What follows belongs to an exercise in optimizing a design on an open flow for small area and a short achievable clock period; a production flow would make more cautious choices. Only simulation tests tie the RTL to the original design; equivalence was not proved. Power and IR drop assume default switching activity.

==> flow/design.v <==
`default_nettype none
`timescale 1ns/100ps
package isaPkg;
    localparam int dataWidth = 32;
    localparam int addrWidth = 32;
    localparam int opWidth   = 4;
    typedef enum logic [opWidth-1:0] {
        opNop  = 0,
        opBeq  = 1,
        opBne  = 2,
        opBlt  = 3,
        opBge  = 4,
        opBltu = 5,
        opBgeu = 6,
        opJal  = 7,
        opJalr = 8
    } branchOp;
endpackage
`default_nettype wire
`default_nettype none
`timescale 1ns/100ps
package rsPkg;
    localparam int tagWidth = 5;
    localparam logic [tagWidth-1:0] tagFree = '0;
    localparam logic [31:0] dataFree = '0;
    localparam int defaultRsSize = 4;
endpackage
`default_nettype wire
`default_nettype none
`timescale 1ns/100ps
module branchUnit #(
    parameter int rsSize = rsPkg::defaultRsSize
) (
    input  logic                          clk,
    input  logic                          rst,
    input  logic                          dispatchEn,
    input  logic [isaPkg::opWidth-1:0]    dispatchOp,
    input  logic [isaPkg::dataWidth-1:0]  dispatchDataO,
    input  logic [isaPkg::dataWidth-1:0]  dispatchDataT,
    input  logic [rsPkg::tagWidth-1:0]    dispatchTagO,
    input  logic [rsPkg::tagWidth-1:0]    dispatchTagT,
    input  logic [isaPkg::dataWidth-1:0]  dispatchImm,
    input  logic [isaPkg::addrWidth-1:0]  dispatchPc,
    input  logic [rsPkg::tagWidth-1:0]    dispatchDest,
    input  logic                          aluWrtEn,
    input  logic [rsPkg::tagWidth-1:0]    aluTag,
    input  logic [isaPkg::dataWidth-1:0]  aluData,
    input  logic                          lsWrtEn,
    input  logic [rsPkg::tagWidth-1:0]    lsTag,
    input  logic [isaPkg::dataWidth-1:0]  lsData,
    output logic [rsSize-1:0]             freeSlots,
    output logic                          resultValid,
    output logic [rsPkg::tagWidth-1:0]    resultTag,
    output logic                          resultTaken,
    output logic [isaPkg::addrWidth-1:0]  resultTarget,
    output logic [isaPkg::addrWidth-1:0]  resultLink
);
    localparam int tw = rsPkg::tagWidth;
    localparam int dw = isaPkg::dataWidth;
    localparam int aw = isaPkg::addrWidth;
    logic [rsSize-1:0] slotValid;
    logic [rsSize-1:0] issueSel;      
    logic [2:0]        slotOp    [rsSize];    
    logic [tw-1:0]     slotTagO  [rsSize];
    logic [tw-1:0]     slotTagT  [rsSize];
    logic [dw-1:0]     slotDataO [rsSize];
    logic [dw-1:0]     slotDataT [rsSize];
    logic [dw-1:0]     slotImm   [rsSize];
    logic [aw-1:0]     slotPc    [rsSize];
    logic [tw-1:0]     slotDest  [rsSize];
    logic aluLive, lsLive;
    assign aluLive = aluWrtEn && aluTag != '0;
    assign lsLive  = lsWrtEn  && lsTag  != '0;
    logic [rsSize-1:0] alloc;
    assign freeSlots = ~slotValid;
    assign alloc     = dispatchEn ? (freeSlots & (~freeSlots + 1'b1)) : '0;
    logic [rsSize-1:0] validNext, readyNext;
    logic [tw-1:0]     tagONow [rsSize], tagTNow [rsSize];
    logic [rsSize-1:0] hitAO, hitLO, hitAT, hitLT;
    always_comb begin
        for (int i = 0; i < rsSize; i++) begin
            tagONow[i] = alloc[i] ? dispatchTagO : slotTagO[i];
            tagTNow[i] = alloc[i] ? dispatchTagT : slotTagT[i];
            hitAO[i] = aluLive && tagONow[i] == aluTag;
            hitLO[i] = lsLive  && tagONow[i] == lsTag;
            hitAT[i] = aluLive && tagTNow[i] == aluTag;
            hitLT[i] = lsLive  && tagTNow[i] == lsTag;
            validNext[i] = !rst && (alloc[i] || (slotValid[i] && !issueSel[i]));
            readyNext[i] = validNext[i]
                           && (tagONow[i] == '0 || hitAO[i] || hitLO[i])
                           && (tagTNow[i] == '0 || hitAT[i] || hitLT[i]);
        end
    end
    always_ff @(posedge clk) begin
        slotValid <= validNext;
        issueSel  <= readyNext & (~readyNext + 1'b1);
    end
    always_ff @(posedge clk) begin
        for (int i = 0; i < rsSize; i++) begin
            slotTagO[i] <= (hitAO[i] || hitLO[i]) ? '0 : tagONow[i];
            slotTagT[i] <= (hitAT[i] || hitLT[i]) ? '0 : tagTNow[i];
            if (hitAO[i])      slotDataO[i] <= aluData;
            else if (hitLO[i]) slotDataO[i] <= lsData;
            else if (alloc[i]) slotDataO[i] <= dispatchDataO;
            if (hitAT[i])      slotDataT[i] <= aluData;
            else if (hitLT[i]) slotDataT[i] <= lsData;
            else if (alloc[i]) slotDataT[i] <= dispatchDataT;
            if (alloc[i]) begin
                slotOp[i]   <= dispatchOp[2:0];
                slotImm[i]  <= dispatchImm;
                slotPc[i]   <= dispatchPc;
                slotDest[i] <= dispatchDest;
            end
        end
    end
    logic [2:0]    selOp;
    logic [dw-1:0] selO, selT, selImm;
    logic [aw-1:0] selPc;
    logic [tw-1:0] selDest;
    always_comb begin
        selOp = '0; selO = '0; selT = '0; selImm = '0; selPc = '0; selDest = '0;
        for (int i = 0; i < rsSize; i++) begin
            selOp   = selOp   | ({3{issueSel[i]}}  & slotOp[i]);
            selO    = selO    | ({dw{issueSel[i]}} & slotDataO[i]);
            selT    = selT    | ({dw{issueSel[i]}} & slotDataT[i]);
            selImm  = selImm  | ({dw{issueSel[i]}} & slotImm[i]);
            selPc   = selPc   | ({aw{issueSel[i]}} & slotPc[i]);
            selDest = selDest | ({tw{issueSel[i]}} & slotDest[i]);
        end
    end
    logic          ltu, lts, eq, taken;
    logic [aw-1:0] jalrSum;
    assign eq      = selO == selT;
    assign ltu     = selO < selT;
    assign lts     = (selO[dw-1] ^ selT[dw-1]) ? selO[dw-1] : ltu;
    assign jalrSum = selO + selImm;
    always_comb begin
        case (selOp)
            3'd1:    taken = eq;
            3'd2:    taken = !eq;
            3'd3:    taken = lts;
            3'd4:    taken = !lts;
            3'd5:    taken = ltu;
            3'd6:    taken = !ltu;
            default: taken = 1'b1;
        endcase
    end
    always_ff @(posedge clk) begin
        resultValid  <= !rst && |issueSel;
        resultTaken  <= taken;
        resultTag    <= selDest;
        resultTarget <= (selOp == 3'd0) ? {jalrSum[aw-1:1], 1'b0} : selPc + selImm;
        resultLink   <= selPc + 32'd4;
    end
endmodule
`default_nettype wire
==> flow/run.sh <==
#!/bin/bash
# synth_recipe.tcl (not shown) runs the flow's synth.tcl, then flattens the netlist and writes it again
# the make line also repeats each setting of config.mk as NAME=value (left out here)
make -C /OpenROAD-flow-scripts/flow DESIGN_CONFIG=/design/flow/config.mk WORK_HOME=/design/flow/orfs CLKGATE_MAP_FILE= SYNTH_SCRIPT=/design/flow/synth_recipe.tcl finish
==> flow/config.mk <==
export PLATFORM = sky130hd
export DESIGN_NAME = branchUnit
export DESIGN_NICKNAME = branchUnit
export VERILOG_FILES = /design/flow/design.v
export SDC_FILE = /design/flow/constraint.sdc
export NUM_CORES = 4
export LEC_CHECK = 0
export CAP_MARGIN = 20
export CORE_MARGIN = 2
export CORE_UTILIZATION = 40
export SLEW_MARGIN = 20
==> flow/constraint.sdc <==
create_clock -name core_clock -period 6.0 [get_ports {clk}]
set_input_delay 1.2000 -clock core_clock [delete_from_list [all_inputs] [get_ports {clk}]]
set_output_delay 1.2000 -clock core_clock [all_outputs]
set_load 0.01 [all_outputs]
==> results of run 1 <==
==> final timing paths <==
kind | endpoint | slack [ns] | depth (start not counted)
worst min register to register | resultTag[4] | 0.47 | 2
worst max-delay path | slotDataO[3][27] | 1.56 | 10
worst max register to register | resultTarget[31] | 1.62 | 13
worst min-delay path | resultTag[4] | 0.47 | 2
==> kinds of logic after synthesis <==
kind of cell / Yosys count
buffers and inverters: 257
xor gates and xnor gates: 149
DFF: 663
and+or+nand+nor: 719
adders and majority gates: 96
muxes: 299
AOI/OAI and AO/OA: 804
==> cell type report <==
class | count | area (sq um) | share of cell area
Clock inverter | 48 | 540.5 | 0.01333
Timing Repair Buffer | 370 | 3651 | 0.09003
Clock buffer | 91 | 2031 | 0.05008
Inverter | 27 | 103.9 | 0.002561
Tap cell | 1134 | 1419 | 0.03499
Antenna cell | 12 | 30.03 | 0.0007405
Multi-Input combinational cell | 2067 | 14040 | 0.3463
Sequential cell | 663 | 18730 | 0.4620
==> placed cells by master (no fill, tap or decap), types with 8 or more instances in the layout <==
master / n
buf_12: 10
xnor2_1: 101
o211ai_1: 8
ha_1: 94
edfxtp_1: 544
mux2i_1: 286
clkdlybuf4s50_1: 299
clkbuf_16: 78
a21oi_1: 320
nand3_1: 32
nand2_1: 212
o21ai_1: 34
buf_4: 61
a221oi_1: 38
clkbuf_1: 10
o21ai_0: 64
a22o_1: 34
a21o_1: 20
diode_2: 12
and2_1: 10
bufinv_16: 10
and3_1: 8
a211oi_1: 10
nand3_2: 13
xor2_1: 48
nand2b_1: 17
nor3_1: 12
o21a_1: 10
clkinv_2: 19
nor2_1: 330
inv_1: 25
dfxtp_1: 115
nor2b_1: 9
a22oi_1: 207
nor4_1: 13
mux2i_2: 9
nand4_1: 12
==> power breakdown <==
part           total, mW  switching [mW]  leakage (nW)  internal [mW]
logic               1.56           0.946          9.06          0.618
clock network       4.81            1.96          1.25           2.86
registers           5.47           0.108          5.98           5.36
==> layer usage <==
layer / track usage / vias to the layer above
li1: - / 11650
met1: 0.3161 / 12530
met2: 0.4189 / 1073
met3: 0.04435 / 249
met4: 0.08914 / 24
met5: 0 / -
==> metrics by stage <==
| stage | worst slack (ns) | util | hold slack, ns |
|---|---|---|---|
| final | 1.559 | 0.4838 | 0.4653 |
| after global routing | 1.359 | 0.4837 | 0.4968 |
| after CTS | 1.617 | 0.4832 | 0.4747 |
| after detailed placement | 0.9440 | 0.4525 | 0.4619 |
| after global placement | 1.046 | 0.4525 | 0.4527 |
| after floorplan | 1.239 | - | 0.4281 |
==> worst register-to-register path, cell delays in order, from the launching register on <==
cell and delay (ns):
dfxtp_4 0.78, buf_4 0.44, a22oi_1 0.12, nand2_1 0.25, ha_1 0.31, and2_1 0.19, a221oi_1 0.39, a211oi_1 0.24
o21ai_0 0.42, a21oi_1 0.26, a21oi_1 0.29, o211ai_1 0.13, mux2i_1 0.33, xnor2_1 0.15
==> registers in the layout, summed over array words and instances, names as in the netlist <==
register / cells
slotTagO: 20
resultTag: 5
slotValid: 4
resultTarget: 32
slotPc: 128
slotImm: 128
slotDataT: 128
resultTaken: 1
slotDest: 20
slotOp: 12
resultLink: 32
issueSel: 4
resultValid: 1
slotTagT: 20
slotDataO: 128
==> notes.md, run 1 <==
- Worst slew pin tran: 1.090 ns
- Final Non-Filler Cells: 4,412
- Hold wc startpoint: slotDest[3][4]
- Reg clk slew, reported paths: 0.06 ns
- CTS tree: done
- Yosys reg bits: 663
- Starting density of the core: 0.4051
- DRC Markers: 0
- Detailed Route Iter0 Violations: 2,403
- Maximum clock path buffer count: 3
- Synth cell count leaders: 544 x edfxtp_1, 330 x nor2_1, 320 x a21oi_1
- # fillers: 7,493
- Synth Area in Compound Gates: 0.1519
- Seq/Total Area, Yosys: 0.5513
- Total Nets Final: 3,526
- Final ANT Viol Nets: 0
- CP Cell Sequence: clkdlybuf4s50_1, nand3_1, nor3_4, buf_4, mux2i_1, xor2_1, nand3_2, buf_4, mux2i_1, a21oi_1
- Placeable Area: 0.08382 sq mm
- Worst hold-check path type: reg -> reg
- CP required: 6.32 ns
- WL met3: 8099 um
- Hold Buf Count CTS: 0
- Clk sink count: 663
- # rows: 106
- Fraction of synthesized cell area in xor and xnor cells: 0.03843
- Horiz. Die Dim: 295.4 um
- Crit. End Element: register
- Post-cts sizing count: 0
- DRT Wirelength: 110,600 um
- Rel. slew slack: 0.2736
- RD Place Congestion: 0.9144
- Final setup fails: 0
- EDFF count, synth: 544
- Largest family of logic cells by synthesized area: compound AO/OA/AOI/OAI gates
- Mux contribution to synthesized area: 0.09028
- Routed wl met2: 54,140 um
- Placed Cells: 4,260
- Simple-Gate Fraction of Synth Area: 0.09592
- Final period util: 0.7402
- Drt wl/cell: 25.06 um
- Ranking of synthesized cells by area: edfxtp_1 48%, mux2i_1 8.4%, dfxtp_1 7.0%, a21oi_1 4.7%, a22oi_1 4.6%
- I/O pin count: 301
- Startpoint Class: input port
- Final Hold Vio Count: 0
- F_max: 0.2252 GHz
- Crit-path max FO: 32
- Maxcap violations: 0
- All-Layer GR Usage: 0.2471
- Crit Path Class: in -> reg
- Total gr overflow: 0
- P per Cell Area: 292.0 mW/mm^2
- Initial antenna violation count: 23
- Main flop type after synthesis: edfxtp_1
- Leakage: 16.29 nW
- Die boundary height: 295.4 um
- Cell area after placement: 0.03793 sq mm
- M1 WL: 44,860 um
- Clock period minus worst slack: 4.441 ns
- CP bufs+invs: 3
- Fin area: 0.04055 sq mm
- Yosys top cell area share: 0.4811
- Pin count of the biggest net entering global routing: 66
- Pre-Repair DR Iteration Count: 6
- Via count: 25,530
- Setup TNS: 0 ns
- Adder-cell share of the synthesized area: 0.03582
- Synth async-reset ratio: 0
- Clk Latency, worst-skew pair: 0.63 ns
- Largest stage delay, worst path: 0.66 ns
- Cell family with most CP delay: buffers and inverters
- Maximum vdd drop: 0.1841 mV
- H-tree depth: 3
- Share of layout cells above drive strength 1: 0.08022
- Worst setup path start: dispatchEn
- Yosys warns: 11
- Status: finished clean
- Top routing layer in use: met5
- Total power: 11.84 mW
- Setup Fix Bufs, Post-CTS: 0
- Setup Skew: 0.03302 ns
- Reg2reg start: issueSel[3]
- Die area: 0.08723 sq mm
- Port-buffer cells: 299
- Syn Area/Cell: 11.37 sq um
- Slowest CP cell: buf_4
- Netlist cell types: 83
- Area leader, netlist: edfxtp_1
- Vias in the first global route: 25,040
- Area growth syn-to-layout: 19.43%
- Cts bufs inserted: 75
- First-pass GRT wire length: 160,000 um
- RSZ-0062 raised after global routing: no
- Final Max Tran Viols: 0
- Vias per cell: 5.785
- Mapped Nets: 3,309
- HPWL Detailed: 73,630 um
- Root buffer cell: clkbuf_16
- Most common cell in the netlist: edfxtp_1
- Mapped Cells: 2,987
- Cell Area, Synth: 0.03395 sq mm
- Worst path arrival time: 4.76 ns
==> run 2: changes to the inputs <==
--- a/flow/design.v
+++ b/flow/design.v
@@ -77,18 +77,25 @@
     logic [rsSize-1:0] validNext, readyNext;
     logic [tw-1:0]     tagONow [rsSize], tagTNow [rsSize];
     logic [rsSize-1:0] hitAO, hitLO, hitAT, hitLT;
+    logic              dHitAO, dHitLO, dHitAT, dHitLT, dZeroO, dZeroT;
+    assign dHitAO = aluLive && dispatchTagO == aluTag;
+    assign dHitLO = lsLive  && dispatchTagO == lsTag;
+    assign dHitAT = aluLive && dispatchTagT == aluTag;
+    assign dHitLT = lsLive  && dispatchTagT == lsTag;
+    assign dZeroO = dispatchTagO == '0;
+    assign dZeroT = dispatchTagT == '0;
     always_comb begin
         for (int i = 0; i < rsSize; i++) begin
             tagONow[i] = alloc[i] ? dispatchTagO : slotTagO[i];
             tagTNow[i] = alloc[i] ? dispatchTagT : slotTagT[i];
-            hitAO[i] = aluLive && tagONow[i] == aluTag;
-            hitLO[i] = lsLive  && tagONow[i] == lsTag;
-            hitAT[i] = aluLive && tagTNow[i] == aluTag;
-            hitLT[i] = lsLive  && tagTNow[i] == lsTag;
+            hitAO[i] = alloc[i] ? dHitAO : aluLive && slotTagO[i] == aluTag;
+            hitLO[i] = alloc[i] ? dHitLO : lsLive  && slotTagO[i] == lsTag;
+            hitAT[i] = alloc[i] ? dHitAT : aluLive && slotTagT[i] == aluTag;
+            hitLT[i] = alloc[i] ? dHitLT : lsLive  && slotTagT[i] == lsTag;
             validNext[i] = !rst && (alloc[i] || (slotValid[i] && !issueSel[i]));
             readyNext[i] = validNext[i]
-                           && (tagONow[i] == '0 || hitAO[i] || hitLO[i])
-                           && (tagTNow[i] == '0 || hitAT[i] || hitLT[i]);
+                           && ((alloc[i] ? dZeroO : slotTagO[i] == '0) || hitAO[i] || hitLO[i])
+                           && ((alloc[i] ? dZeroT : slotTagT[i] == '0) || hitAT[i] || hitLT[i]);
         end
     end
     always_ff @(posedge clk) begin
--- a/flow/config.mk
+++ b/flow/config.mk
@@ -5,7 +5,9 @@
 export SDC_FILE = /design/flow/constraint.sdc
 export NUM_CORES = 4
 export LEC_CHECK = 0
+export ABC_CLOCK_PERIOD_IN_PS = 3000
 export CAP_MARGIN = 20
 export CORE_MARGIN = 2
-export CORE_UTILIZATION = 40
+export CORE_UTILIZATION = 55
+export SETUP_SLACK_MARGIN = 2.5
 export SLEW_MARGIN = 20
==> run 2 against run 1 <==
- sequential share of layout area shrank 1.5 points
- area after synthesis rose by 0.28%
- worst setup slack better by 0.90 ns
- synthesized cell count rose by 3.6%
- clock skew fell by 0.0033 ns
==> notes.md, run 2 <==
- P per Cell Area: 278.4 mW/mm^2 (-4.7%)
- Area leader, netlist: edfxtp_1
- R2R depth: 14 (+1)
- EDFF count, synth: 544 (unchanged)
- Worst hold-check path type: reg -> reg
- R2r endpoint: resultTarget[29]
- Die area: 0.06391 sq mm (-27%)
- Final Util: 0.6821 (+0.1983)
- All-Layer GR Usage: 0.3403 (+0.09324)
- M1 WL: 43,100 um (-3.9%)
- Maximum clock path buffer count: 3 (unchanged)
- Yosys top cell area share: 0.4798 (-0.001326)
- Drt wl/cell: 26.75 um (+6.7%)
- Vias in the first global route: 26,170 (+4.5%)
- Netlist cell types: 80 (-3.6%)
- HPWL Detailed: 69,300 um (-5.9%)
- Detailed Route Iter0 Violations: 2,460 (+2.4%)
- Initial antenna violation count: 24 (+4.3%)
- Final setup fails: 0 (unchanged)
- Synth cell count leaders: 544 x edfxtp_1, 421 x nand2_1, 264 x mux2i_1
- Horiz. Die Dim: 252.8 um (-14%)
- Cell Area, Synth: 0.03405 sq mm (+0.28%)
- Seq/Total Area, Yosys: 0.5498 (-0.001519)
- DRC Markers: 0 (unchanged)
- I/O pin count: 301 (unchanged)
- DRT Wirelength: 112,400 um (+1.6%)
- Final ANT Viol Nets: 0 (unchanged)
- Mapped Nets: 3,417 (+3.3%)
- Routed wl met2: 56,080 um (+3.6%)
- Clock period minus worst slack: 3.537 ns (-0.9037 ns)
- Hold Buf Count CTS: 0 (unchanged)
- Largest stage delay, worst path: 0.42 ns (-0.24 ns)
- Switch Pwr: 3.056 mW (+1.6%)
- CTS tree: done
- Setup TNS: 0 ns (unchanged)
- Via count: 26,630 (+4.3%)
- Commonest cells after routing, fill and taps aside: 544 x edfxtp_1, 379 x nand2_1, 289 x clkdlybuf4s50_1, 264 x mux2i_1, 212 x a21oi_1
- Crit. End Element: register
- Final period util: 0.5896 (-0.1506)
- Reg clk slew, reported paths: 0.06 ns (about the same)
- Die boundary height: 252.8 um (-14%)
- Most common cell in the netlist: edfxtp_1
- Slowest CP cell: dfxtp_4
- Synth async-reset ratio: 0 (unchanged)
- Share of layout cells above drive strength 1: 0.1222 (+0.04202)
- Startpoint Class: register
- Yosys warns: 11 (unchanged)
- Maxcap violations: 0 (unchanged)
- Port-buffer cells: 299 (unchanged)
- H-tree depth: 3 (unchanged)
- Final Max Tran Viols: 0 (unchanged)
- Reg2reg start: issueSel[3]
- Combinational power share: 0.149 (+0.017)
- Worst slew pin tran: 0.8776 ns (-0.2121 ns)
- Setup Skew: 0.02975 ns (-0.003268 ns)
- Reg-to-reg setup timing slack: 2.46 ns (+0.84 ns)
- Switching Fraction: 0.2618 (+0.007735)
- Root buffer cell: clkbuf_16
- Hold Crit Endpoint: resultTag[3]
- Hold Path Depth: 2 (unchanged)
- Total Nets Final: 3,671 (+4.1%)
- Main flop type after synthesis: edfxtp_1
- Clk sink count: 663 (unchanged)
- Pin count of the biggest net entering global routing: 65 (-1.5%)
- CP Cell Sequence: buf_12, buf_8, a22oi_1, nand2_2, ha_4, a21o_1, o21a_1, a211oi_4, o41a_4, o211a_4, o21ai_2, a2111oi_2, nor4_1, nand3b_1
- First-pass GRT wire length: 161,700 um (+1.0%)
- RD Place Congestion: 0.9341 (+2.2%)
- Mapped Cells: 3,095 (+3.6%)
- Area growth syn-to-layout: 23.17%
- Worst setup path start: issueSel[3]
- Commonest non-fill, non-tap cell in the layout: edfxtp_1
- Final Hold Vio Count: 0 (unchanged)
- RSZ-0062 raised after global routing: yes
- Part of the power in the clock network: 0.379 (-0.027)
- F_max: 0.2827 GHz (+26%)
- Starting density of the core: 0.5538 (+0.1487)
- Crit Path Class: reg -> reg
- Leakage: 15.32 nW (-6.0%)
- Worst path arrival time: 4.00 ns (-0.76 ns)
- Seq pwr share: 0.473 (+0.012)
- Internal power: 8.617 mW (-2.5%)
- CP required: 6.46 ns (+0.14 ns)
- Yosys reg bits: 663 (unchanged)
- Pre-Repair DR Iteration Count: 6 (unchanged)
- Clk Latency, worst-skew pair: 0.64 ns (about the same)
- # fillers: 4,488 (-40%)
- Total gr overflow: 0 (unchanged)
- Hold wc startpoint: slotDest[3][3]
- Status: finished clean
- Vias per cell: 6.339 (+9.6%)
- # rows: 91 (-14%)
- Placeable Area: 0.06148 sq mm (-27%)
- Syn Area/Cell: 11.00 sq um (-3.2%)
- Crit-path max FO: 21 (-34%)
- Cts bufs inserted: 71 (-5.3%)
- WL met3: 9520 um (+18%)
- Top routing layer in use: met5
- Maximum vdd drop: 0.2166 mV (+18%)
- Rel. slew slack: 0.4149 (+0.1414)
- Ranking of synthesized cells by area: edfxtp_1 48%, mux2i_1 7.8%, dfxtp_1 7.0%, nand2_1 4.6%, a22oi_1 4.6%
## run 2: changes by cell type in the layout (fill, tap and decap cells not counted), sizes merged, moves of 8 or more
cell           delta
clkdlybuf4s50    -10
a21o             +24
nor2            -162
a21oi            -97
o21ai           +117
xor2             +31
nand2           +207
dlygate4sd2       +8
nand3            -12
nand4            +12
mux2i            -34
nor3             +26
nor4             -12
buf              +51
## run 2: routing by layer
layer	GRT usage	vias up
met1	0.4217	13090
li1	-	12020
met4	0.1292	26
met5	0	-
met2	0.5900	1251
met3	0.06497	248
## run 2: logic make-up after synthesis
family / count (synthesis) / synth area share
AO/OA/AOI/OAI: 845 / 0.1600
AND/OR/NAND/NOR: 766 / 0.09676
flip-flops: 663 / 0.5498
buffers and inverters: 281 / 0.03381
multiplexers: 265 / 0.07794
XOR/XNOR: 179 / 0.04605
adder cells (fa/ha/maj): 96 / 0.03572
## run 2: critical path: cells and delay by family (launching register included)
kind / cells / cell delay, ns
adders and majority gates: 1 / 0.26
and+or+nand+nor: 3 / 0.49
DFF: 1 / 0.42
AOI/OAI and AO/OA: 8 / 1.84
buffers and inverters: 2 / 0.34
## run 2: area by class of cell
| class | count | area [sq um] | share of cell area |
|---|---|---|---|
| repair buffers | 428 | 4606 | 0.1098 |
| diodes | 8 | 20.02 | 0.0004774 |
| clock buffers | 89 | 1874 | 0.04470 |
| multi-input cells | 2153 | 15130 | 0.3607 |
| inverters | 32 | 126.4 | 0.003013 |
| well taps | 790 | 988.4 | 0.02357 |
| clock inverters | 38 | 461.7 | 0.01101 |
| flip-flops and latches | 663 | 18730 | 0.4467 |
## run 2: power by group through the flow
stage | sequential (mW) | clock, mW | combinational (mW)
floorplan | 5.58 | 0 | 0.944
global placement | 5.60 | 0 | 1.55
detailed placement | 5.61 | 0 | 1.60
CTS | 5.51 | 4.45 | 1.66
global route | 5.54 | 4.63 | 1.85
finish | 5.52 | 4.42 | 1.73
## run 2: how the worst max path moves through the flow
| stage | slack [ns] | endpoint | cells past startpoint |
|---|---|---|---|
| floorplan | 2.45 | slotDataO[2][0] | 8 |
| global placement | 1.21 | slotDataT[1][21] | 10 |
| detailed placement | 1.24 | slotDataT[1][21] | 10 |
| CTS | 2.43 | resultTarget[31] | 14 |
| global route | 2.34 | resultTarget[31] | 15 |
| finish | 2.46 | resultTarget[29] | 14 |
## run 2: through the flow
stage	cell area, sq um	std cells	hold slack, ns	power, mW	setup WS, ns
final	41940	4201	0.4614	11.67	2.463
after global routing	41930	4199	0.4911	12.02	2.337
after CTS	41050	4166	0.4658	11.63	2.427
after detailed placement	37840	3995	0.4460	7.208	1.237
after global placement	37840	3995	0.4363	7.149	1.206
after floorplan	34430	3095	0.4281	6.524	2.451
## run 2: what timing repair did
action | in CTS | in global routing
pin swaps | 12 | 36
setup endpoints to repair | 527 | 323
cloned | 5 | 4
gates resized for setup | 70 | 124
buffers inserted | 39 | 23
==> run 3: changes to the inputs <==
--- a/flow/config.mk
+++ b/flow/config.mk
@@ -5,9 +5,8 @@
 export SDC_FILE = /design/flow/constraint.sdc
 export NUM_CORES = 4
 export LEC_CHECK = 0
-export ABC_CLOCK_PERIOD_IN_PS = 3000
 export CAP_MARGIN = 20
 export CORE_MARGIN = 2
 export CORE_UTILIZATION = 55
-export SETUP_SLACK_MARGIN = 2.5
+export SETUP_SLACK_MARGIN = 3.0
 export SLEW_MARGIN = 20
==> run 3 against run 2 <==
- critical path type unchanged
- still clean
- sequential power about the same
- global-route usage up 3.5 points
- critical path depth decreased by 1
- fmax rose by 2.1%
- wire length is 11% higher
- clock power barely moved
- non-clock buffer count up 151
- hold slack worse by 0.0059 ns
==> notes.md, run 3 <==
- Status: finished clean
- Root buffer cell: clkbuf_16
- Hold Crit Endpoint: resultTag[2]
- Maximum clock path buffer count: 3 (unchanged)
- Pin count of the biggest net entering global routing: 65 (unchanged)
- Syn Area/Cell: 11.00 sq um (unchanged)
- Seq pwr share: 0.463 (-0.010)
- Register area: 0.01873 sq mm (unchanged)
- Vias per cell: 6.516 (+2.8%)
- Total Nets Final: 3,833 (+4.4%)
- Yosys warns: 11 (unchanged)
- Share of layout cells above drive strength 1: 0.2052 (+0.08291)
- RSZ-0062 raised after global routing: yes
- Largest stage delay, worst path: 0.57 ns (+0.15 ns)
- # rows: 91 (unchanged)
- Setup TNS: 0 ns (unchanged)
- # fillers: 4,173 (-7.0%)
- Port-buffer cells: 299 (unchanged)
- Final setup fails: 0 (unchanged)
- Reg2reg start: issueSel[0]
- Clock period minus worst slack: 3.463 ns (-0.07425 ns)
- Clk Latency, worst-skew pair: 0.63 ns (about the same)
- Maximum vdd drop: 0.2230 mV (+3.0%)
- Mapped Cells: 3,095 (unchanged)
- Hold Path Depth: 2 (unchanged)
- Startpoint Class: register
- Cell Area, Synth: 0.03405 sq mm (unchanged)
- Final Max Tran Viols: 0 (unchanged)
- Detailed Route Iter0 Violations: 3,274 (+33%)
- Total power: 11.93 mW (+2.2%)
- Final ANT Viol Nets: 0 (unchanged)
- Combinational power share: 0.167 (+0.018)
- Cell count along the critical path: 13 (-1)
- Part of the power in the clock network: 0.370 (-0.009)
- Worst path arrival time: 3.97 ns (-0.03 ns)
- Horiz. Die Dim: 252.8 um (unchanged)
- CTS tree: done
- Multi-input gate area: 0.01623 sq mm (+7.3%)
- Drt wl/cell: 28.57 um (+6.8%)
- EDFF count, synth: 544 (unchanged)
- Seq/Total Area, Yosys: 0.5498 (unchanged)
- Clk sink count: 663 (unchanged)
- Area leader, netlist: edfxtp_1
- RD Place Congestion: 0.8860 (-5.1%)
- Reg clk slew, reported paths: 0.06 ns (about the same)
- Hold Buf Count CTS: 0 (unchanged)
- Final Hold Vio Count: 0 (unchanged)
- R2r endpoint: resultTarget[31]
- Switching Fraction: 0.2664 (+0.004606)
- Initial antenna violation count: 16 (-33%)
- P per Cell Area: 265.1 mW/mm^2 (-4.8%)
- Crit-path max FO: 8 (-62%)
- Ranking of synthesized cells by area: edfxtp_1 48%, mux2i_1 7.8%, dfxtp_1 7.0%, nand2_1 4.6%, a22oi_1 4.6%
- I/O pin count: 301 (unchanged)
- Commonest non-fill, non-tap cell in the layout: edfxtp_1
- DRT Wirelength: 124,900 um (+11%)
- H-tree depth: 3 (unchanged)
- Switch Pwr: 3.177 mW (+4.0%)
- Vias in the first global route: 27,440 (+4.8%)
- Slowest CP cell: o41a_4
- CP Cell Sequence: buf_12, buf_16, buf_4, a22oi_2, nand2_2, ha_4, nand2_1, o41a_4, o2111ai_4, a41oi_2, xor2_1, mux2i_1, xnor2_1
- Internal power: 8.748 mW (+1.5%)
- Die boundary height: 252.8 um (unchanged)
- All-Layer GR Usage: 0.3753 (+0.03497)
- Area growth syn-to-layout: 32.10%
- DRC Markers: 0 (unchanged)
- Via count: 28,500 (+7.0%)
- Die area: 0.06391 sq mm (unchanged)
- F_max: 0.2888 GHz (+2.1%)
- Maxcap violations: 0 (unchanged)
- Synth async-reset ratio: 0 (unchanged)
- Total gr overflow: 0 (unchanged)
- R2R depth: 13 (-1)
- Pre-Repair DR Iteration Count: 6 (unchanged)
- Worst slew pin tran: 1.006 ns (+0.1282 ns)
- Most common cell in the netlist: edfxtp_1
- Main flop type after synthesis: edfxtp_1
- CP required: 6.51 ns (+0.05 ns)
- Commonest cells after routing, fill and taps aside: 544 x edfxtp_1, 353 x nand2_1, 278 x clkdlybuf4s50_1, 262 x mux2i_1, 199 x a21oi_1
- Placeable Area: 0.06148 sq mm (unchanged)
- First-pass GRT wire length: 175,200 um (+8.3%)
- Leakage: 16.58 nW (+8.2%)
- Crit. End Element: register
- Starting density of the core: 0.5538 (unchanged)
- Setup Skew: 0.02424 ns (-0.005511 ns)
- Netlist cell types: 80 (unchanged)
- Yosys reg bits: 663 (unchanged)
- Synth cell count leaders: 544 x edfxtp_1, 421 x nand2_1, 264 x mux2i_1
- Yosys top cell area share: 0.4798 (unchanged)
- HPWL Detailed: 69,110 um (-0.28%)
- Rel. slew slack: 0.3295 (-0.08545)
- Crit Path Class: reg -> reg
- Hold wc startpoint: slotDest[1][2]
- Cell family with most CP delay: compound AO/OA/AOI/OAI gates
- Cts bufs inserted: 72 (+1.4%)
- Reg-to-reg setup timing slack: 2.54 ns (+0.07 ns)
- Worst hold-check path type: reg -> reg
- Mapped Nets: 3,417 (unchanged)
- CP bufs+invs: 3 (+1)
- Final period util: 0.5772 (-0.01238)
-- run 3: cell counts after synthesis --
No cell type changed its count.
-- run 3: through the flow --
step	utilization	cells	hold WS, ns	setup slack (ns)	cell area, sq um
floorplan	-	3095	0.4281	2.493	35020
global placement	0.6196	3994	0.4340	1.187	38100
detailed placement	0.6196	3994	0.4459	1.182	38100
CTS	0.7120	4301	0.4501	2.583	43780
global route	0.7313	4367	0.4744	2.460	44960
finish	0.7315	4373	0.4554	2.537	44980
-- run 3: worst max path at each step --
stage,startpoint,endpoint
6_report,issueSel[0],resultTarget[31]
5_1_grt,issueSel[0],resultTarget[31]
4_1_cts,issueSel[0],resultTarget[29]
3_5_place_dp,lsTag[4],slotDataO[2][4]
3_3_place_gp,aluTag[2],slotDataO[2][13]
2_1_floorplan,issueSel[0],resultTarget[30]
-- run 3: worst min-delay path, cell delays in order (launching register included) --
cell and delay (ns):
edfxtp_1 0.32, a22oi_1 0.06, nand2_1 0.07
-- run 3: cell type report --
type                            instances  share of cell area
Tap cell                              790             0.02198
Antenna cell                           15           0.0008346
Clock inverter                         34            0.007650
Inverter                               32            0.003450
Timing Repair inverter                  1           0.0001947
Clock buffer                           97             0.04420
Sequential cell                       663              0.4165
Timing Repair Buffer                  579              0.1444
Multi-Input combinational cell       2162              0.3608
-- run 3: power groups by stage --
stage          combinational [mW]  clock, mW  sequential, mW
6_report                     1.99       4.41            5.53
5_1_grt                      2.09       4.59            5.55
4_1_cts                      1.85       4.42            5.51
3_5_place_dp                 1.60          0            5.62
3_3_place_gp                 1.56          0            5.60
2_1_floorplan               0.976          0            5.58
-- run 3: routing by layer --
| layer | wire length [um] | vias to the layer above | GRT usage |
|---|---|---|---|
| met1 | 45780 | 13900 | 0.4572 |
| met3 | 12180 | 493 | 0.08183 |
| met2 | 59410 | 1718 | 0.6204 |
| met4 | 7536 | 6 | 0.2101 |
| li1 | - | 12380 | - |
| met5 | 40 | - | 0 |
-- run 3: timing repair --
item                       in CTS  in global routing
gates resized for setup       327                149
buffers inserted              146                 51
pin swaps                      82                 80
setup endpoints to repair     780                349
gates cloned                   30                  6
-- run 3: cells by family after synthesis --
family	share of synthesized area
mux	0.07794
simple gates	0.09676
compound gates	0.1600
xor+xnor	0.04605
flops	0.5498
fa+ha+maj	0.03572
buf+inv	0.03381
==> run 4: changes to the inputs <==
==> flow/flow/run.sh (new file) <==
#!/bin/bash
# Standard ORFS layout with two changes: the port buffers are the smallest
# plain buffer (buf_1, upsized by repair where timing needs it) instead of a
# delay cell, and CTS uses clkbuf_8 without dummy loads.
set -euo pipefail
bash standard.sh \
  "BUFFER_PORTS_ARGS=-buffer_cell sky130_fd_sc_hd__buf_1" \
  "CTS_ARGS=-sink_clustering_enable -repair_clock_nets -dont_use_dummy_load -buf_list sky130_fd_sc_hd__clkbuf_8" \
  finish > flow.log 2>&1
==> flow/standard.sh (new file) <==
#!/bin/bash
# synth_recipe.tcl (not shown) runs the flow's synth.tcl, then flattens the netlist and writes it again
# the make line also repeats each setting of config.mk as NAME=value (left out here)
make -C /OpenROAD-flow-scripts/flow DESIGN_CONFIG=/design/flow/config.mk WORK_HOME=/design/flow/orfs CLKGATE_MAP_FILE= SYNTH_SCRIPT=/design/flow/synth_recipe.tcl "${@:-finish}"
--- a/flow/config.mk
+++ b/flow/config.mk
@@ -5,8 +5,9 @@
 export SDC_FILE = /design/flow/constraint.sdc
 export NUM_CORES = 4
 export LEC_CHECK = 0
+export ABC_CLOCK_PERIOD_IN_PS = 3000
 export CAP_MARGIN = 20
 export CORE_MARGIN = 2
 export CORE_UTILIZATION = 55
-export SETUP_SLACK_MARGIN = 3.0
+export SETUP_SLACK_MARGIN = 2.5
 export SLEW_MARGIN = 20
removed: flow/run.sh
==> run 4 against run 3 <==
- largest power group unchanged
- critical path depth grew 1
- hold slack lost 0.058 ns
- flip-flop and latch count is the same
==> notes.md, run 4 <==
- Status: finished clean
- Syn Area/Cell: 11.00 sq um (unchanged)
- Pre-Repair DR Iteration Count: 6 (unchanged)
- Combinational power share: 0.154 (-0.013)
- Ranking of synthesized cells by area: edfxtp_1 48%, mux2i_1 7.8%, dfxtp_1 7.0%, nand2_1 4.6%, a22oi_1 4.6%
- Total Nets Final: 3,687 (-3.8%)
- Synth cell count leaders: 544 x edfxtp_1, 421 x nand2_1, 264 x mux2i_1
- Yosys top cell area share: 0.4798 (unchanged)
- Port-buffer cells: 299 (unchanged)
- Seq/Total Area, Yosys: 0.5498 (unchanged)
- Cell Area, Synth: 0.03405 sq mm (unchanged)
- Pin count of the biggest net entering global routing: 65 (unchanged)
- Total power: 10.28 mW (-14%)
- # rows: 91 (unchanged)
- RSZ-0062 raised after global routing: yes
- Switch Pwr: 2.798 mW (-12%)
- Multi-input gate area: 0.01524 sq mm (-6.1%)
- Setup TNS: 0 ns (unchanged)
- H-tree depth: 3 (unchanged)
- Final Max Tran Viols: 0 (unchanged)
- RD Place Congestion: 0.9410 (+6.2%)
- Yosys warns: 11 (unchanged)
- Vias in the first global route: 25,460 (-7.2%)
- Total gr overflow: 0 (unchanged)
- Final period util: 0.5874 (+0.01017)
- Final setup fails: 0 (unchanged)
- Hold Buf Count CTS: 0 (unchanged)
- Area leader, netlist: edfxtp_1
- Clock period minus worst slack: 3.524 ns (+0.06102 ns)
- Maximum clock path buffer count: 3 (unchanged)
- Part of the power in the clock network: 0.309 (-0.061)
- P per Cell Area: 262.9 mW/mm^2 (-0.84%)
- Share of layout cells above drive strength 1: 0.1219 (-0.08324)
- Clk Latency, worst-skew pair: 0.75 ns (+0.12 ns)
- Worst path arrival time: 4.03 ns (+0.06 ns)
- Area growth syn-to-layout: 14.85%
- Switching Fraction: 0.2722 (+0.005731)
- DRC Markers: 0 (unchanged)
- Reg-to-reg setup timing slack: 2.48 ns (-0.06 ns)
- Worst slew pin tran: 0.9825 ns (-0.02323 ns)
- Placeable Area: 0.06148 sq mm (unchanged)
- Rel. slew slack: 0.3443 (+0.01478)
- Synth async-reset ratio: 0 (unchanged)
- Starting density of the core: 0.5538 (unchanged)
- Mapped Nets: 3,417 (unchanged)
- Register area: 0.01873 sq mm (unchanged)
- DRT Wirelength: 111,600 um (-11%)
- Leakage: 14.03 nW (-15%)
- Maxcap violations: 0 (unchanged)
- Drt wl/cell: 26.77 um (-6.3%)
- Seq pwr share: 0.537 (+0.074)
- Commonest non-fill, non-tap cell in the layout: edfxtp_1
- HPWL Detailed: 69,230 um (+0.18%)
- Startpoint Class: register
- Crit. End Element: register
- Yosys reg bits: 663 (unchanged)
- CTS tree: done
- Horiz. Die Dim: 252.8 um (unchanged)
- Final ANT Viol Nets: 0 (unchanged)
- F_max: 0.2838 GHz (-1.7%)
- Commonest cells after routing, fill and taps aside: 544 x edfxtp_1, 385 x nand2_1, 291 x buf_1, 263 x mux2i_1, 213 x a21oi_1
- Die area: 0.06391 sq mm (unchanged)
- Main flop type after synthesis: edfxtp_1
- Die boundary height: 252.8 um (unchanged)
- Vias per cell: 6.343 (-2.7%)
- EDFF count, synth: 544 (unchanged)
- Internal power: 7.483 mW (-14%)
- All-Layer GR Usage: 0.3369 (-0.03833)
- Root buffer cell: clkbuf_8
- Crit Path Class: reg -> reg
- Via count: 26,440 (-7.2%)
- Reg clk slew, reported paths: 0.06 ns (about the same)
- Detailed Route Iter0 Violations: 2,461 (-25%)
- CP required: 6.51 ns (about the same)
- Initial antenna violation count: 32 (+16)
- I/O pin count: 301 (unchanged)
- # fillers: 4,918 (+18%)
- Worst hold-check path type: reg -> reg
- First-pass GRT wire length: 159,100 um (-9.2%)
- Maximum vdd drop: 0.2014 mV (-9.7%)
- Most common cell in the netlist: edfxtp_1
- Setup Skew: 0.08615 ns (+0.06191 ns)
- Mapped Cells: 3,095 (unchanged)
- Clk sink count: 663 (unchanged)
- Crit-path max FO: 7 (-1)
- Final Hold Vio Count: 0 (unchanged)
- Netlist cell types: 80 (unchanged)
- Cts bufs inserted: 107 (+49%)
-- run 4: cell types whose count changed in the layout (fill, tap and decap cells not counted), sizes merged, moves of 3 or more --
cell | before | now
bufinv | 5 | 0
clkdlybuf4s15 | 2 | 5
dlygate4sd2 | 7 | 0
clkinv | 24 | 1
clkbuf | 107 | 111
inv | 35 | 31
buf | 269 | 393
clkinvlp | 3 | 0
or3 | 12 | 9
clkdlybuf4s50 | 278 | 0
bufbuf | 12 | 3
-- run 4: final cells by class --
type,count,share of cell area
diodes,16,0.001024
inverters,32,0.003584
multi-input cells,2156,0.3897
well taps,790,0.02528
clock buffers,107,0.03766
repair buffers,405,0.06374
flip-flops and latches,663,0.4791
-- run 4: stage by stage --
stage / hold WS, ns / cell area [sq um] / setup slack (ns) / util / instances
after floorplan: 0.4281 / 34430 / 2.451 / - / 3095
after global placement: 0.4355 / 35900 / 1.348 / 0.5838 / 3985
after detailed placement: 0.4461 / 35900 / 1.263 / 0.5838 / 3985
after CTS: 0.3839 / 38070 / 2.308 / 0.6192 / 4128
after global routing: 0.4208 / 39090 / 2.404 / 0.6358 / 4165
final: 0.3975 / 39100 / 2.476 / 0.6360 / 4169
-- run 4: path summary, 6_finish.rpt --
path | startpoint | end | depth (start not counted)
max reg2reg | issueSel[0] | resultTarget[29] | 14
max | issueSel[0] | resultTarget[29] | 14
min | slotDest[1][2] | resultTag[2] | 2
min reg2reg | slotDest[1][2] | resultTag[2] | 2
-- run 4: cells by family after synthesis --
| group | count (synthesis) | share of synthesized area |
|---|---|---|
| fa+ha+maj | 96 | 0.03572 |
| buf+inv | 281 | 0.03381 |
| xor+xnor | 179 | 0.04605 |
| simple gates | 766 | 0.09676 |
| mux | 265 | 0.07794 |
| flops | 663 | 0.5498 |
| compound gates | 845 | 0.1600 |
-- run 4: metal layers --
metal | global-route usage | wire (um) | vias to the layer above
li1 | - | - | 11990
met1 | 0.4329 | 44110 | 13020
met2 | 0.5710 | 55400 | 1163
met3 | 0.06332 | 8608 | 244
met4 | 0.1202 | 3283 | 30
met5 | 0 | 208 | -
-- run 4: power by group through the flow --
stage          clock [mW]  combinational, mW  sequential (mW)
4_1_cts              3.21               1.49             5.51
6_report             3.18               1.58             5.52
5_1_grt              3.38               1.70             5.54
3_5_place_dp            0               1.44             5.61
3_3_place_gp            0               1.39             5.60
2_1_floorplan           0              0.944             5.58
-- run 4: timing repair --
action	in CTS	in global routing
pin swaps	5	41
cloned	6	3
setup buffers	30	22
endpoints found under the setup margin	293	244
gates resized for setup	46	150
-- run 4: critical path, stage by stage, from the launching register on --
cell and delay [ns]:
dfxtp_4 0.42, buf_12 0.18, buf_4 0.16, a22oi_2 0.18, nand2_2 0.17, ha_4 0.28, a21o_1 0.20, o21a_1 0.22
a211oi_4 0.30, o41a_4 0.25, o211a_1 0.20, o21ai_2 0.08, a2111oi_4 0.38, nor4_1 0.08, nand3b_1 0.25
==> run 5: changes to the inputs <==
--- a/flow/design.v
+++ b/flow/design.v
@@ -98,6 +98,15 @@
                            && ((alloc[i] ? dZeroT : slotTagT[i] == '0) || hitAT[i] || hitLT[i]);
         end
     end
+    logic [rsSize-1:0] selAO, selLO, selDO, selHO, selAT, selLT, selDT, selHT;
+    assign selAO = hitAO;
+    assign selLO = hitLO & ~hitAO;
+    assign selDO = alloc & ~hitAO & ~hitLO;
+    assign selHO = ~alloc & ~hitAO & ~hitLO;
+    assign selAT = hitAT;
+    assign selLT = hitLT & ~hitAT;
+    assign selDT = alloc & ~hitAT & ~hitLT;
+    assign selHT = ~alloc & ~hitAT & ~hitLT;
     always_ff @(posedge clk) begin
         slotValid <= validNext;
         issueSel  <= readyNext & (~readyNext + 1'b1);
@@ -106,12 +115,10 @@
         for (int i = 0; i < rsSize; i++) begin
             slotTagO[i] <= (hitAO[i] || hitLO[i]) ? '0 : tagONow[i];
             slotTagT[i] <= (hitAT[i] || hitLT[i]) ? '0 : tagTNow[i];
-            if (hitAO[i])      slotDataO[i] <= aluData;
-            else if (hitLO[i]) slotDataO[i] <= lsData;
-            else if (alloc[i]) slotDataO[i] <= dispatchDataO;
-            if (hitAT[i])      slotDataT[i] <= aluData;
-            else if (hitLT[i]) slotDataT[i] <= lsData;
-            else if (alloc[i]) slotDataT[i] <= dispatchDataT;
+            slotDataO[i] <= ({dw{selAO[i]}} & aluData) | ({dw{selLO[i]}} & lsData)
+                          | ({dw{selDO[i]}} & dispatchDataO) | ({dw{selHO[i]}} & slotDataO[i]);
+            slotDataT[i] <= ({dw{selAT[i]}} & aluData) | ({dw{selLT[i]}} & lsData)
+                          | ({dw{selDT[i]}} & dispatchDataT) | ({dw{selHT[i]}} & slotDataT[i]);
             if (alloc[i]) begin
                 slotOp[i]   <= dispatchOp[2:0];
                 slotImm[i]  <= dispatchImm;
--- a/flow/config.mk
+++ b/flow/config.mk
@@ -8,6 +8,6 @@
 export ABC_CLOCK_PERIOD_IN_PS = 3000
 export CAP_MARGIN = 20
 export CORE_MARGIN = 2
-export CORE_UTILIZATION = 55
+export CORE_UTILIZATION = 45
 export SETUP_SLACK_MARGIN = 2.5
 export SLEW_MARGIN = 20
==> run 5 against run 4 <==
- highest routed layer unchanged
- still clean on timing, DRC and antenna
- sequential share of layout area decreased by 3.7 points
- critical path depth increased by 2
- critical path type unchanged
- synthesized cell count increased by 1.5%
- critical endpoint is now resultTarget[26]
- register-to-register slack about the same
- largest power group unchanged
==> notes.md, run 5 <==
- Cts bufs inserted: 112 (+4.7%)
- Main flop type after synthesis: dfxtp_1
- Leakage: 14.12 nW (+0.70%)
- Drt wl/cell: 27.17 um (+1.5%)
- Internal power: 8.086 mW (+8.1%)
- Maximum vdd drop: 0.1740 mV (-14%)
- Total gr overflow: 0 (unchanged)
- Root buffer cell: clkbuf_8
- # rows: 96 (+5.5%)
- Reg-to-reg setup timing slack: 2.47 ns (about the same)
- Clk sink count: 663 (unchanged)
- Most frequent CP cell: buf_4
- Hold wc startpoint: slotDest[1][0]
- RSZ-0062 raised after global routing: yes
- Final setup fails: 0 (unchanged)
- Part of the power in the clock network: 0.289 (-0.020)
- Pin count of the biggest net entering global routing: 60 (-7.7%)
- Die boundary height: 268.1 um (+6.0%)
- Crit Path Class: reg -> reg
- Setup TNS: 0 ns (unchanged)
- Horiz. Die Dim: 268.1 um (+6.0%)
- Final Hold Vio Count: 0 (unchanged)
- Placeable Area: 0.06883 sq mm (+12%)
- Mapped Nets: 3,462 (+1.3%)
- Crit-path max FO: 22 (+15)
- I/O pin count: 301 (unchanged)
- Status: finished clean
- Rel. slew slack: 0.1486 (-0.1957)
- Syn Area/Cell: 9.994 sq um (-9.2%)
- DRT Wirelength: 118,400 um (+6.1%)
- Maximum clock path buffer count: 3 (unchanged)
- Reg2reg start: issueSel[1]
- Maxcap violations: 0 (unchanged)
- Reg clk slew, reported paths: 0.05 ns (about the same)
- Area growth syn-to-layout: 16.65%
- Hold Path Depth: 2 (unchanged)
- Most common cell in the netlist: nand2_1
- Detailed Route Iter0 Violations: 4,627 (+88%)
- Yosys top cell area share: 0.2756 (-0.2042)
- Vias in the first global route: 27,810 (+9.2%)
- Largest stage delay, worst path: 0.43 ns (about the same)
- CP bufs+invs: 4 (+2)
- Fin area: 0.03661 sq mm (-6.4%)
- H-tree depth: 3 (unchanged)
- Cell family with most CP delay: compound AO/OA/AOI/OAI gates
- Seq pwr share: 0.525 (-0.012)
- Pre-Repair DR Iteration Count: 12 (+6)
- Final period util: 0.5889 (+0.001542)
- R2R depth: 16 (+2)
- Total Nets Final: 3,731 (+1.2%)
- P per Cell Area: 311.1 mW/mm^2 (+18%)
- Switch Pwr: 3.301 mW (+18%)
- Cell area after placement: 0.03345 sq mm (-6.8%)
- EDFF count, synth: 288 (-47%)
- Final Util: 0.5319 (-0.1041)
- Commonest non-fill, non-tap cell in the layout: nand2_1
- Share of layout cells above drive strength 1: 0.1289 (+0.006937)
- Setup Skew: 0.06224 ns (-0.02390 ns)
- Synth async-reset ratio: 0 (unchanged)
- Hold Crit Endpoint: resultTag[0]
- DRC Markers: 0 (unchanged)
- Clock period minus worst slack: 3.533 ns (+0.009250 ns)
- Worst path arrival time: 4.12 ns (+0.09 ns)
- Seq/Total Area, Yosys: 0.5148 (-0.03495)
- Via count: 28,460 (+7.6%)
- Startpoint Class: register
- CP Cell Sequence: buf_16, a22oi_2, nand2_2, ha_4, fa_2, a211oi_2, o211ai_1, nand4_1, o211ai_1, buf_4, a21oi_4, buf_4, buf_4, o21ai_0, xnor2_1, o21ai_0
- Clk Latency, worst-skew pair: 0.73 ns (-0.02 ns)
- Final Max Tran Viols: 0 (unchanged)
- R2r endpoint: resultTarget[26]
- CP required: 6.59 ns (+0.08 ns)
- Area leader, netlist: edfxtp_1
- Combinational power share: 0.186 (+0.032)
- Cell Area, Synth: 0.03138 sq mm (-7.8%)
- Mapped Cells: 3,140 (+1.5%)
- Synth cell count leaders: 756 x nand2_1, 375 x dfxtp_1, 288 x edfxtp_1
- Commonest cells after routing, fill and taps aside: 726 x nand2_1, 371 x dfxtp_1, 294 x buf_1, 288 x edfxtp_1, 256 x a222oi_1
- Crit. End Element: register
- Port-buffer cells: 299 (unchanged)
- Worst slew pin tran: 1.274 ns (+0.2916 ns)
- HPWL Detailed: 73,040 um (+5.5%)
- Die area: 0.07186 sq mm (+12%)
- Starting density of the core: 0.4560 (-0.09781)
- Switching Fraction: 0.2899 (+0.01771)
- Yosys reg bits: 663 (unchanged)
- All-Layer GR Usage: 0.3183 (-0.01861)
- RD Place Congestion: 0.9500 (+0.96%)
- Netlist cell types: 73 (-8.8%)
- Yosys warns: 11 (unchanged)
- Initial antenna violation count: 36 (+13%)
- CTS tree: done
- Worst hold-check path type: reg -> reg
- Slowest CP cell: dfxtp_4
- Vias per cell: 6.532 (+3.0%)
- Ranking of synthesized cells by area: edfxtp_1 28%, dfxtp_1 24%, nand2_1 9.0%, a222oi_1 8.2%, a22oi_1 4.9%
- F_max: 0.2830 GHz (-0.26%)
- First-pass GRT wire length: 171,600 um (+7.8%)
- Final ANT Viol Nets: 0 (unchanged)
- Hold Buf Count CTS: 0 (unchanged)
run 5: changes by cell type after synthesis, sizes merged, moves of 65 or more:
cell,previous run,this run
nand2,422,756
mux2i,264,5
a222oi,0,256
dfxtp,119,375
edfxtp,544,288
o21ai,216,66
a21oi,223,120
nor2,167,102
run 5: worst min-delay path: cells and delay by family (launching register included):
family / cells / cell delay (ns)
AO/OA/AOI/OAI: 1 / 0.06
flip-flops: 1 / 0.31
AND/OR/NAND/NOR: 1 / 0.06
run 5: routing by layer:
metal | track usage | share of wire
met5 | 0.004730 | 0.0019
met1 | 0.4118 | 0.38
met2 | 0.4900 | 0.45
met3 | 0.08641 | 0.12
met4 | 0.1607 | 0.044
run 5: logic make-up after synthesis:
group / synth area share
mux: 0.002671
xor+xnor: 0.04912
fa+ha+maj: 0.03875
flops: 0.5148
buf+inv: 0.03840
simple gates: 0.1426
compound gates: 0.2136
run 5: what timing repair did:
item	CTS	global route
endpoints found under the setup margin	261	195
gates resized for setup	66	100
cloned	4	1
buffers inserted	46	16
pin swaps	14	38
run 5: per-stage QoR:
step | cells | setup slack [ns] | hold WS [ns] | power, mW
floorplan | 3140 | 2.445 | 0.4281 | 7.359
global placement | 4154 | 1.242 | 0.4454 | 7.867
detailed placement | 4156 | 1.200 | 0.4471 | 8.014
CTS | 4318 | 2.344 | 0.4660 | 11.32
global route | 4350 | 2.351 | 0.4890 | 11.86
finish | 4357 | 2.467 | 0.4612 | 11.39
run 5: worst max path at each step:
stage	from	endpoint	slack (ns)	depth (start not counted)
2_1_floorplan	issueSel[0]	resultTarget[30]	2.44	20
3_3_place_gp	aluTag[1]	issueSel[1]	1.24	9
3_5_place_dp	aluTag[1]	issueSel[1]	1.20	9
4_1_cts	lsTag[0]	slotDataT[0][15]	2.34	9
5_1_grt	issueSel[3]	resultTarget[26]	2.35	17
6_report	issueSel[1]	resultTarget[26]	2.47	16
run 5: final cells by class:
class,instances,area [sq um]
clock buffers,112,1541
inverters,22,92.59
repair buffers,429,2621
diodes,19,47.55
flip-flops and latches,663,16170
well taps,931,1165
multi-input cells,2181,14970
fillers,6128,32220
run 5: power groups by stage:
stage / registers [mW] / logic, mW / clock network, mW
after detailed placement: 6.03 / 1.98 / 0
after CTS: 5.94 / 2.04 / 3.33
after global placement: 5.98 / 1.89 / 0
after global routing: 6.04 / 2.30 / 3.52
final: 5.98 / 2.12 / 3.29
after floorplan: 5.93 / 1.43 / 0
==> run 6: changes to the inputs <==
--- a/flow/config.mk
+++ b/flow/config.mk
@@ -9,5 +9,5 @@
 export CAP_MARGIN = 20
 export CORE_MARGIN = 2
 export CORE_UTILIZATION = 45
-export SETUP_SLACK_MARGIN = 2.5
+export SETUP_SLACK_MARGIN = 2.8
 export SLEW_MARGIN = 20
==> run 6 against run 5 <==
- still clean on timing, DRC and antenna
- worst setup slack better by 0.046 ns
- clock skew is 0.012 ns higher
- power is 1.6% higher
- hold slack better by 0.0035 ns
- final area is 5.1% higher
- cell count is 2.4% higher
- wire length is 9.2% higher
- combinational power is 8% higher
- fmax is 1.3% higher
==> notes.md, run 6 <==
- Via count: 29,520 (+3.7%)
- HPWL Detailed: 74,060 um (+1.4%)
- Share of layout cells above drive strength 1: 0.1817 (+0.05289)
- Mapped Cells: 3,140 (unchanged)
- Startpoint Class: register
- Port-buffer cells: 299 (unchanged)
- Initial antenna violation count: 33 (-8.3%)
- Detailed Route Iter0 Violations: 5,730 (+24%)
- Reg clk slew, reported paths: 0.06 ns (about the same)
- DRT Wirelength: 129,200 um (+9.2%)
- Final period util: 0.5812 (-0.007720)
- H-tree depth: 3 (unchanged)
- CP Cell Sequence: buf_12, bufbuf_16, a22oi_1, nand2_2, ha_4, and2_4, o21ai_2, a211oi_2, o21a_2, o21a_1, o21ai_2, a211oi_2, mux2_2, o211ai_1
- Syn Area/Cell: 9.994 sq um (unchanged)
- All-Layer GR Usage: 0.3414 (+0.02309)
- CP required: 6.62 ns (+0.03 ns)
- Root buffer cell: clkbuf_8
- Mapped Nets: 3,462 (unchanged)
- Mux contribution to synthesized area: 0.002671 (unchanged)
- Synth Area in Compound Gates: 0.2136 (unchanged)
- Vias in the first global route: 28,240 (+1.5%)
- Seq/Total Area, Yosys: 0.5148 (unchanged)
- Commonest cells after routing, fill and taps aside: 692 x nand2_1, 371 x dfxtp_1, 292 x buf_1, 288 x edfxtp_1, 256 x a222oi_1
- Largest stage delay, worst path: 0.40 ns (-0.03 ns)
- Commonest non-fill, non-tap cell in the layout: nand2_1
- Crit-path max FO: 13 (-41%)
- Crit. End Element: register
- Largest family of logic cells by synthesized area: compound AO/OA/AOI/OAI gates
- Area growth syn-to-layout: 22.60%
- Hold Buf Count CTS: 0 (unchanged)
- Cts bufs inserted: 112 (unchanged)
- Horiz. Die Dim: 268.1 um (unchanged)
- Ranking of synthesized cells by area: edfxtp_1 28%, dfxtp_1 24%, nand2_1 9.0%, a222oi_1 8.2%, a22oi_1 4.9%
- Most common cell in the netlist: nand2_1
- Area leader, netlist: edfxtp_1
- Clk Latency, worst-skew pair: 0.73 ns (about the same)
- Synth cell count leaders: 756 x nand2_1, 375 x dfxtp_1, 288 x edfxtp_1
- Worst path arrival time: 4.10 ns (-0.02 ns)
- Die area: 0.07186 sq mm (unchanged)
- Setup Skew: 0.07377 ns (+0.01152 ns)
- P per Cell Area: 300.6 mW/mm^2 (-3.3%)
- Pin count of the biggest net entering global routing: 59 (-1.7%)
- Maximum vdd drop: 0.1697 mV (-2.5%)
- RSZ-0062 raised after global routing: yes
- Worst slew pin tran: 1.278 ns (+0.004317 ns)
- Worst setup path start: issueSel[1]
- Switching Fraction: 0.2961 (+0.006291)
- Seq pwr share: 0.518 (-0.007)
- I/O pin count: 301 (unchanged)
- Total gr overflow: 0 (unchanged)
- R2R depth: 14 (-2)
- Main flop type after synthesis: dfxtp_1
- Placeable Area: 0.06883 sq mm (unchanged)
- Slowest CP cell: dfxtp_4
- DRC Markers: 0 (unchanged)
- Final setup fails: 0 (unchanged)
- Cell count along the critical path: 14 (-2)
- Yosys top cell area share: 0.2756 (unchanged)
- First-pass GRT wire length: 181,000 um (+5.5%)
- Clk sink count: 663 (unchanged)
- # fillers: 5,893 (-3.8%)
- Drt wl/cell: 28.95 um (+6.6%)
- Cell family with most CP delay: compound AO/OA/AOI/OAI gates
- Maximum clock path buffer count: 3 (unchanged)
- RD Place Congestion: 0.9098 (-4.2%)
- Switch Pwr: 3.426 mW (+3.8%)
- Yosys warns: 11 (unchanged)
- R2r endpoint: resultTarget[24]
- Adder-cell share of the synthesized area: 0.03875 (unchanged)
- Hold Path Depth: 2 (unchanged)
- Reg-to-reg setup timing slack: 2.51 ns (+0.05 ns)
- Final Hold Vio Count: 0 (unchanged)
- Cell Area, Synth: 0.03138 sq mm (unchanged)
- CP bufs+invs: 2 (-2)
- Worst hold-check path type: reg -> reg
- Rel. slew slack: 0.1468 (-0.001780)
- Clock period minus worst slack: 3.487 ns (-0.04632 ns)
- Worst hold margin: 0.4648 ns (+0.003523 ns)
- Part of the power in the clock network: 0.285 (-0.004)
- Crit Path Class: reg -> reg
- Pre-Repair DR Iteration Count: 14 (+2)
- Leakage: 14.78 nW (+4.7%)
- Total Nets Final: 3,829 (+2.6%)
- Simple-Gate Fraction of Synth Area: 0.1426 (unchanged)
- # rows: 96 (unchanged)
- F_max: 0.2868 GHz (+1.3%)
- Die boundary height: 268.1 um (unchanged)
- Setup TNS: 0 ns (unchanged)
- CTS tree: done
- Status: finished clean
- Reg2reg start: issueSel[1]
- Combinational power share: 0.197 (+0.011)
- CP endpoint: resultTarget[24]
- Vias per cell: 6.614 (+1.2%)
- EDFF count, synth: 288 (unchanged)
- Yosys reg bits: 663 (unchanged)
- Internal power: 8.142 mW (+0.68%)
- Maxcap violations: 0 (unchanged)
- Synth async-reset ratio: 0 (unchanged)
- Starting density of the core: 0.4560 (unchanged)
- Final ANT Viol Nets: 0 (unchanged)
- Netlist cell types: 73 (unchanged)
- Final Max Tran Viols: 0 (unchanged)
- Fraction of synthesized cell area in xor and xnor cells: 0.04912 (unchanged)
-- run 6: cell counts after synthesis --
No cell type changed its count.
-- run 6: cell type report --
class | instances | area (sq um) | area share
sequential | 663 | 16170 | 0.4203
tap | 931 | 1165 | 0.03028
antenna | 27 | 67.56 | 0.001756
clock buffer | 112 | 1541 | 0.04007
timing repair buffer | 514 | 3684 | 0.09574
inverter | 22 | 97.59 | 0.002537
multi-input combinational | 2194 | 15750 | 0.4093
-- run 6: worst min-delay path by stage --
stage | startpoint | endpoint | slack (ns)
2_1_floorplan | slotDest[1][0] | resultTag[0] | 0.43
3_3_place_gp | slotDest[1][3] | resultTag[3] | 0.44
3_5_place_dp | slotDest[1][2] | resultTag[2] | 0.45
4_1_cts | slotDest[0][0] | resultTag[0] | 0.46
5_1_grt | slotDest[1][2] | resultTag[2] | 0.48
6_report | slotDest[1][2] | resultTag[2] | 0.46
-- run 6: repair_timing --
item,CTS,global route
resized for setup,225,101
cloned,20,6
pin swaps,67,65
setup endpoints to repair,327,319
buffers inserted,98,47
-- run 6: tightest hold or removal path: stages, from the launching register on --
cell and delay, ns:
edfxtp_1 0.32, a22oi_1 0.06, nand2_1 0.06
-- run 6: layer usage --
layer | GRT usage | share of wire | vias up
li1 | - | - | 12620
met1 | 0.4526 | 0.38 | 14250
met2 | 0.5101 | 0.44 | 2187
met3 | 0.09264 | 0.13 | 436
met4 | 0.1791 | 0.051 | 20
met5 | 0 | 0.00089 | -
-- run 6: per-stage QoR --
step                      cells  utilization  setup WS, ns  area, sq um  power [mW]
after floorplan            3140            -         2.445        31890       7.366
after global placement     4150       0.4855         1.132        33410       7.887
after detailed placement   4153       0.4865         1.135        33490       8.044
after CTS                  4383       0.5434         2.570        37400       11.43
after global routing       4453       0.5586         2.413        38450       11.99
final                      4463       0.5590         2.513        38470       11.57
-- run 6: logic make-up after synthesis --
logic type | count (synthesis)
and+or+nand+nor | 1054
AOI/OAI and AO/OA | 847
DFF | 663
buffers and inverters | 296
xor gates and xnor gates | 176
adders and majority gates | 96
muxes | 8
-- run 6: power groups by stage --
stage / Clock (mW) / Combinational (mW) / Sequential (mW)
6_report: 3.30 / 2.28 / 5.99
5_1_grt: 3.50 / 2.44 / 6.05
4_1_cts: 3.32 / 2.16 / 5.95
3_5_place_dp: 0 / 2.01 / 6.04
3_3_place_gp: 0 / 1.91 / 5.98
2_1_floorplan: 0 / 1.44 / 5.93

## what the ideal ports hide
The results above use ideal ports. As a check the final layouts listed here were re-extracted and re-timed, cells and wires unchanged. Step 1, drivers: a clkbuf_16 drives clk and a buf_2 each remaining input, both assumed. Step 2 moves the port delays by t, midway between the first and last clock arrival at a register: inputs arrive t later, outputs are due t later. That takes back most of the time a late clock gives input paths. Three values: ideal, step 1, step 2; two values: the first two.
run	t, ns	setup slack, ns	worst data-port slew with drivers (ns)
run 1	0.682	1.559 / 1.599 / 0.916	0.15
run 2	0.692	2.463 / 2.463 / 1.841	0.16
run 3	0.684	2.537 / 2.537 / 2.289	0.14
run 4	0.768	2.476 / 2.476 / 1.833	0.17
run 5	0.766	2.467 / 2.467 / 1.751	0.15
run 6	0.756	2.513 / 2.513 / 2.107	0.17
After both steps every run listed still meets setup and hold. The setup slack of run 5, which loses most, moves by 0.000 ns with the drivers and by -0.716 ns with both steps.
